Background: an optimization exercise with open tools, aiming at a short achievable clock period and few clock cycles. Do not read the settings as production practice.
Only simulation tests tie the RTL to the original design; equivalence was not proved.
Power is estimated from default activity; no workload was simulated.

## cache_top
module cache_top
(
	input  logic                             clk,
	input  logic                             rst,
	input  logic                             cpu_req,
	input  logic                             cpu_we,
	input  logic [cache_pkg::addr_w-1:0]     cpu_addr,
	input  logic [cache_pkg::data_w-1:0]     cpu_wdata,
	output logic                             cpu_ack,
	output logic [cache_pkg::data_w-1:0]     cpu_rdata,
	output logic                             mem_req,
	output logic                             mem_we,
	output logic [cache_pkg::addr_w-1:0]     mem_addr,
	output logic [cache_pkg::data_w-1:0]     mem_wdata,
	input  logic                             mem_ack,
	input  logic [cache_pkg::data_w-1:0]     mem_rdata,
	input  logic                             csr_req,
	input  logic                             csr_we,
	input  logic [cache_pkg::csr_sel_w-1:0]  csr_sel,
	input  logic [cache_pkg::data_w-1:0]     csr_wdata,
	output logic                             csr_ack,
	output logic [cache_pkg::data_w-1:0]     csr_rdata
);
==> module cache_store, before the edit <==
module cache_store
(
	input  logic                           clk,
	input  logic                           rst,
	input  logic [cache_pkg::index_w-1:0]  lookup_index,
	input  logic [cache_pkg::tag_w-1:0]    lookup_tag,
	output logic                           hit,
	output logic                           victim_dirty,
	output logic [cache_pkg::tag_w-1:0]    victim_tag,
	output logic [cache_pkg::data_w-1:0]   line_data,
	input  logic                           wr_en,
	input  logic [cache_pkg::index_w-1:0]  wr_index,
	input  logic [cache_pkg::tag_w-1:0]    wr_tag,
	input  logic [cache_pkg::data_w-1:0]   wr_data,
	input  logic                           wr_dirty
);
	logic [cache_pkg::lines-1:0] valid_q;
	logic [cache_pkg::lines-1:0] dirty_q;
	logic [cache_pkg::tag_w-1:0] tag_q [cache_pkg::lines];
	logic [cache_pkg::data_w-1:0] data_q [cache_pkg::lines];
	assign line_data = data_q[lookup_index];
	assign victim_tag = tag_q[lookup_index];
	assign hit = valid_q[lookup_index] && (victim_tag == lookup_tag);
	assign victim_dirty = valid_q[lookup_index] && dirty_q[lookup_index];
	always_ff @(posedge clk or negedge rst)
	begin
		if (!rst)
		begin
			valid_q <= '0;
			dirty_q <= '0;
		end
		else if (wr_en)
		begin
			valid_q[wr_index] <= 1'b1;
			dirty_q[wr_index] <= wr_dirty;
		end
	end
	always_ff @(posedge clk)
	begin
		if (wr_en)
		begin
			tag_q[wr_index] <= wr_tag;
			data_q[wr_index] <= wr_data;
		end
	end
endmodule
==> module cache_ctrl, before the edit <==
module cache_ctrl
(
	input  logic                           clk,
	input  logic                           rst,
	input  logic                           cpu_req,
	input  logic                           cpu_we,
	input  logic [cache_pkg::addr_w-1:0]   cpu_addr,
	input  logic [cache_pkg::data_w-1:0]   cpu_wdata,
	output logic                           cpu_ack,
	output logic [cache_pkg::data_w-1:0]   cpu_rdata,
	output logic                           mem_req,
	output logic                           mem_we,
	output logic [cache_pkg::addr_w-1:0]   mem_addr,
	output logic [cache_pkg::data_w-1:0]   mem_wdata,
	input  logic                           mem_ack,
	input  logic [cache_pkg::data_w-1:0]   mem_rdata,
	input  logic                           enable,
	output logic                           hit_pulse,
	output logic                           miss_pulse,
	output logic [cache_pkg::index_w-1:0]  lookup_index,
	output logic [cache_pkg::tag_w-1:0]    lookup_tag,
	input  logic                           hit,
	input  logic                           victim_dirty,
	input  logic [cache_pkg::tag_w-1:0]    victim_tag,
	input  logic [cache_pkg::data_w-1:0]   line_data,
	output logic                           wr_en,
	output logic [cache_pkg::index_w-1:0]  wr_index,
	output logic [cache_pkg::tag_w-1:0]    wr_tag,
	output logic [cache_pkg::data_w-1:0]   wr_data,
	output logic                           wr_dirty
);
	logic idle_q;
	logic ack_q;
	logic rdw_q;
	logic fill_q;
	logic rd_pend_q;
	logic rd_wait_q;
	logic [cache_pkg::addr_w-1:0] addr_q;
	logic [cache_pkg::data_w-1:0] rdata_q;
	logic start;
	logic busy;
	logic cached;
	logic go_hit;
	logic go_mem;
	logic mem_done;
	logic fill;
	assign lookup_index = cpu_addr[cache_pkg::index_w-1:0];
	assign lookup_tag = cpu_addr[cache_pkg::addr_w-1:cache_pkg::index_w];
	assign start = idle_q && cpu_req;
	assign busy = mem_req || rd_pend_q;
	assign cached = enable && hit;
	assign go_hit = start && cached;
	assign go_mem = start && !cached && !busy;
	assign mem_done = mem_req && mem_ack;
	assign fill = rdw_q && fill_q && mem_ack;
	assign cpu_ack = cpu_req && (ack_q || (rdw_q && mem_ack));
	assign cpu_rdata = rdw_q ? mem_rdata : rdata_q;
	always_ff @(posedge clk or negedge rst)
	begin
		if (!rst)
		begin
			idle_q <= 1'b1;
			ack_q <= 1'b0;
			rdw_q <= 1'b0;
			fill_q <= 1'b0;
			rd_pend_q <= 1'b0;
			rd_wait_q <= 1'b0;
			mem_req <= 1'b0;
			mem_we <= 1'b0;
			wr_en <= 1'b0;
			hit_pulse <= 1'b0;
			miss_pulse <= 1'b0;
		end
		else
		begin
			wr_en <= ((go_hit || go_mem) && enable && cpu_we) || fill;
			hit_pulse <= go_hit;
			miss_pulse <= go_mem && enable;
			if (go_hit)
			begin
				idle_q <= 1'b0;
				ack_q <= 1'b1;
			end
			else if (go_mem)
			begin
				idle_q <= 1'b0;
				ack_q <= cpu_we;
				fill_q <= enable;
				mem_req <= 1'b1;
				if (enable && victim_dirty)
				begin
					mem_we <= 1'b1;
					rd_pend_q <= 1'b1;
					rd_wait_q <= !cpu_we;
				end
				else
				begin
					mem_we <= cpu_we && !enable;
					rdw_q <= !cpu_we;
				end
			end
			else if (ack_q && !cpu_req)
			begin
				idle_q <= 1'b1;
				ack_q <= 1'b0;
			end
			if (mem_done)
			begin
				mem_req <= 1'b0;
				if (rdw_q)
				begin
					rdw_q <= 1'b0;
					ack_q <= 1'b1;
				end
			end
			else if (!mem_req && rd_pend_q)
			begin
				mem_req <= 1'b1;
				mem_we <= 1'b0;
				rd_pend_q <= 1'b0;
				rdw_q <= rd_wait_q;
			end
		end
	end
	always_ff @(posedge clk)
	begin
		if (start && !busy)
		begin
			addr_q <= cpu_addr;
			if (enable && victim_dirty)
			begin
				mem_addr <= {victim_tag, lookup_index};
				mem_wdata <= line_data;
			end
			else
			begin
				mem_addr <= cpu_addr;
				mem_wdata <= cpu_wdata;
			end
		end
		else if (!mem_req && rd_pend_q)
			mem_addr <= addr_q;
		if (start)
			rdata_q <= line_data;
		else if (rdw_q && mem_ack)
			rdata_q <= mem_rdata;
		if (start)
		begin
			wr_index <= lookup_index;
			wr_tag <= lookup_tag;
			wr_data <= cpu_wdata;
			wr_dirty <= 1'b1;
		end
		else if (rdw_q && mem_ack)
		begin
			wr_index <= addr_q[cache_pkg::index_w-1:0];
			wr_tag <= addr_q[cache_pkg::addr_w-1:cache_pkg::index_w];
			wr_data <= mem_rdata;
			wr_dirty <= 1'b0;
		end
	end
endmodule
Settings: LEC_CHECK=0, CAP_MARGIN=20, CORE_MARGIN=2, CORE_UTILIZATION=40, SETUP_SLACK_MARGIN=5, SLEW_MARGIN=20; clock period 8.0 ns.
run.sh (not shown) runs the stock make flow with config.mk's settings and CLKGATE_MAP_FILE= SYNTH_SCRIPT=/design/flow/synth_recipe.tcl, a recipe that flattens the netlist after the stock synthesis.
Testbench counts at the start, summed over its fixed seeds: cycles 22,434.
Change:
--- a/flow/design.v
+++ b/flow/design.v
@@ -34,7 +34,11 @@
 	logic [cache_pkg::tag_w-1:0] tag_q [cache_pkg::lines];
 	logic [cache_pkg::data_w-1:0] data_q [cache_pkg::lines];
+	logic [cache_pkg::lines-1:0] match;
+	always_comb
+		for (int i = 0; i < cache_pkg::lines; i++)
+			match[i] = valid_q[i] && (tag_q[i] == lookup_tag);
 	assign line_data = data_q[lookup_index];
 	assign victim_tag = tag_q[lookup_index];
-	assign hit = valid_q[lookup_index] && (victim_tag == lookup_tag);
+	assign hit = match[lookup_index];
 	assign victim_dirty = valid_q[lookup_index] && dirty_q[lookup_index];
 	always_ff @(posedge clk or negedge rst)
@@ -176,6 +180,6 @@
 	assign mem_done = mem_req && mem_ack;
 	assign fill = rdw_q && fill_q && mem_ack;
-	assign cpu_ack = cpu_req && (ack_q || (rdw_q && mem_ack));
-	assign cpu_rdata = rdw_q ? mem_rdata : rdata_q;
+	assign cpu_ack = (cpu_req && ack_q) || (rdw_q && mem_ack);
+	assign cpu_rdata = rdata_q | (mem_rdata & {cache_pkg::data_w{rdw_q}});
 	always_ff @(posedge clk or negedge rst)
 	begin
@@ -208,17 +212,9 @@
 				idle_q <= 1'b0;
 				ack_q <= cpu_we;
-				fill_q <= enable;
 				mem_req <= 1'b1;
 				if (enable && victim_dirty)
-				begin
-					mem_we <= 1'b1;
 					rd_pend_q <= 1'b1;
-					rd_wait_q <= !cpu_we;
-				end
 				else
-				begin
-					mem_we <= cpu_we && !enable;
 					rdw_q <= !cpu_we;
-				end
 			end
 			else if (ack_q && !cpu_req)
@@ -227,4 +223,10 @@
 				ack_q <= 1'b0;
 			end
+			if (start && !busy)
+			begin
+				fill_q <= enable;
+				rd_wait_q <= !cpu_we;
+				mem_we <= enable ? victim_dirty : cpu_we;
+			end
 			if (mem_done)
 			begin
@@ -267,4 +269,6 @@
 		else if (rdw_q && mem_ack)
 			rdata_q <= mem_rdata;
+		else if (!idle_q && !ack_q)
+			rdata_q <= '0;
 		if (start)
 		begin
What happened: The changed run ran to the end with no violations; wire length rises by about a fifth; die area rises by a few percent; utilization rises by 0.36 points; via count rises by roughly a tenth; sequential power rises by a few percent; clock power falls slightly; worst setup slack improves by 120 ps; design area rises by a few percent; combinational power rises by roughly a tenth; synthesized area rises by a few percent; global-route usage rises by 2.1 points.
Testbench counts after the change, summed over its fixed seeds: cycles 22,434.

-- what the ideal ports hide --
The results above use ideal ports. As a check the final layouts listed here were re-extracted and re-timed, cells and wires unchanged.
Step 1: set_driving_cell puts a clkbuf_16 on clk and a buf_2 on each other input, an assumption about the parent block.
Step 2 also shifts input and output timing later by t, the mid clock arrival at the registers, as if the neighbouring blocks saw the same clock.
Slacks: ideal ports / drivers / drivers and shift; pairs: ideal ports / drivers.
run | shift t [ns] | setup slack, ns | worst setup path after step 2 | worst register clock-pin slew, ns | pins driven straight from the clock port
the first run | 0.736 | 4.237 / 4.036 / 3.301 | input to register | 0.06 / 0.06 | 1
the second run | 0.758 | 4.358 / 4.306 / 3.731 | input to register | 0.07 / 0.07 | 1
After both steps setup and hold are still met in every run listed. For the first run, which loses most, drivers alone change the setup slack by -0.201 ns; drivers and shift together by -0.936 ns.
